This design comes from an exercise in tuning for small area on the open sky130 flow, not from production work. In this exercise RTL edits were held to simulation tests only and were not proved equivalent to the original. Power and IR drop assume default switching activity.

==> flow/design.v (excerpt) <==
module branch_predict_ctrl #(
  parameter int unsigned IDX_BITS = 4,
  parameter int unsigned CNT_W    = 16
) (
  input  logic             clk,
  input  logic             rst_n,
  input  logic [31:0]      if_pc,
  output logic             pred_taken,
  output logic [31:0]      pred_target,
  input  logic             ex_branch,
  input  logic             ex_stall,
  input  logic [31:0]      ex_pc,
  input  logic             ex_taken,
  input  logic [31:0]      ex_target,
  input  logic             ex_pred_taken,
  input  logic [31:0]      ex_pred_target,
  output logic             redirect,
  output logic [31:0]      redirect_pc,
  output logic             flush_if_id,
  output logic             flush_id_ex,
  output logic [CNT_W-1:0] branch_count,
  output logic [CNT_W-1:0] mispredict_count
);
export LEC_CHECK = 0
export CAP_MARGIN = 20
export CORE_MARGIN = 2
export CORE_UTILIZATION = 60
export SLEW_MARGIN = 20
export SYNTH_HIERARCHICAL = 1
export SYNTH_MINIMUM_KEEP_SIZE = 0
create_clock -name core_clock -period 10.0 [get_ports {clk}]
standard.sh (not shown) runs the stock make flow with config.mk's settings and CLKGATE_MAP_FILE= SYNTH_SCRIPT=/design/flow/synth_recipe.tcl, a recipe that flattens the netlist after the stock synthesis.
==> flow/flow/run.sh <==
#!/bin/bash
# Standard layout with two changes: ports are buffered with the smallest
# buffer, and clock tree synthesis uses small clock buffers and inserts no
# dummy loads.
set -uo pipefail
export BUFFER_PORTS_ARGS="-buffer_cell sky130_fd_sc_hd__buf_1"
export CTS_ARGS="-sink_clustering_enable -repair_clock_nets -dont_use_dummy_load -buf_list {sky130_fd_sc_hd__clkbuf_4 sky130_fd_sc_hd__clkbuf_8}"
bash standard.sh finish > standard.log 2>&1
status=$?
exit $status
The starting point ran to the end with no violations.
==> next run, changes <==
==> flow/run.sh (new file) <==
#!/bin/bash
# synth_recipe.tcl (not shown) runs the flow's synth.tcl, then flattens the netlist and writes it again
# the make line also repeats each setting of config.mk as NAME=value (left out here)
make -C /OpenROAD-flow-scripts/flow DESIGN_CONFIG=/design/flow/config.mk WORK_HOME=/design/flow/orfs CLKGATE_MAP_FILE= SYNTH_SCRIPT=/design/flow/synth_recipe.tcl finish
CTS_BUF_LIST = sky130_fd_sc_hd__clkbuf_4 sky130_fd_sc_hd__clkbuf_8   (was default)
removed: flow/flow/run.sh
removed: flow/standard.sh
The new run passed the timing, DRC and antenna checks.
Hold slack gets worse by 5.4 ps.
Synthesized area stays the same.
Routed wire length goes down by 0.42%.
Clock skew goes down by 17 ps.
Utilization goes up by 3.2 points.
Synthesized cell count does not change.
Design area goes up by 4.7%.

* * *

== old ==
branch_predict_ctrl, a different RTL version from the one above (not shown whole).
For scale: about 3200 cells after synthesis, ~230 I/O pins, ~0.039 sq mm of cells after synthesis.
clock: 10.0 ns
lec_check: 0
cap_margin: 10
core_margin: 2
core_utilization: 60
slew_margin: 10
synth_hierarchical: 1
synth_minimum_keep_size: 0
==> flow/flow/run.sh <==
#!/bin/bash
# Standard layout (the standard.sh, unchanged synthesis) with two
# changes: ports are buffered with the smallest buffer, and clock tree
# synthesis builds the tree from clkbuf_8 cells over clusters of at most
# 16 sinks and inserts no dummy loads.
set -uo pipefail
export BUFFER_PORTS_ARGS="-buffer_cell sky130_fd_sc_hd__buf_1"
export CTS_ARGS="-sink_clustering_enable -repair_clock_nets -dont_use_dummy_load -buf_list {sky130_fd_sc_hd__clkbuf_8} -sink_clustering_size 16 -sink_clustering_max_diameter 60"
bash standard.sh finish > standard.log 2>&1
old ran to completion and came out clean on the timing, DRC and antenna checks.
Relative to old, the following input files were edited for new:
==> flow/config.mk <==
export PLATFORM = sky130hd
export DESIGN_NAME = branch_predict_ctrl
export DESIGN_NICKNAME = branch_predict_ctrl
export VERILOG_FILES = /design/flow/design.v
export SDC_FILE = /design/flow/constraint.sdc
export NUM_CORES = 4
export LEC_CHECK = 0
export CAP_MARGIN = 20
export CORE_MARGIN = 2
export CORE_UTILIZATION = 60
export SLEW_MARGIN = 20
export SYNTH_HIERARCHICAL = 1
export SYNTH_MINIMUM_KEEP_SIZE = 0
[summary]
As far as clock share of power is concerned, new and old perform about the same.
Compared with old, new shows a higher slack of the critical path.
Maximum ir drop on the vdd rail essentially unchanged between new and old.
Maximum frequency went up slightly going from old to new.

[static timing again, ports no longer ideal]
Ports are ideal in the flow. The routed layouts listed here were re-timed in OpenROAD. Step 1: set_driving_cell puts a clkbuf_16 on clk and a buf_2 on each other input, an assumption about the parent block. Step 2 times the ports against the registers' clock, not the clock port: input delays grow and output delays shrink by t, the midpoint of the rising clock arrivals with the driver on. Slacks: ideal ports / drivers / drivers and shift; pairs: ideal ports / drivers.
| run | t, ns | slack for setup (ns) | worst setup path at the end | worst register clock-pin slew, ns | pins driven straight from the clock port |
|---|---|---|---|---|---|
| the first run of note 1 | 0.840 | 0.143 / 0.122 / 0.122 | input to output | 0.06 / 0.06 | 1 |
| the second run of note 1 | 0.865 | 0.109 / 0.089 / 0.089 | input to output | 0.07 / 0.07 | 1 |
| old | 0.796 | 0.336 / 0.302 / 0.302 | input to output | 0.11 / 0.11 | 1 |
| new | 0.802 | 0.402 / 0.368 / 0.368 | input to output | 0.11 / 0.11 | 1 |
After both steps every run listed still meets setup and hold.
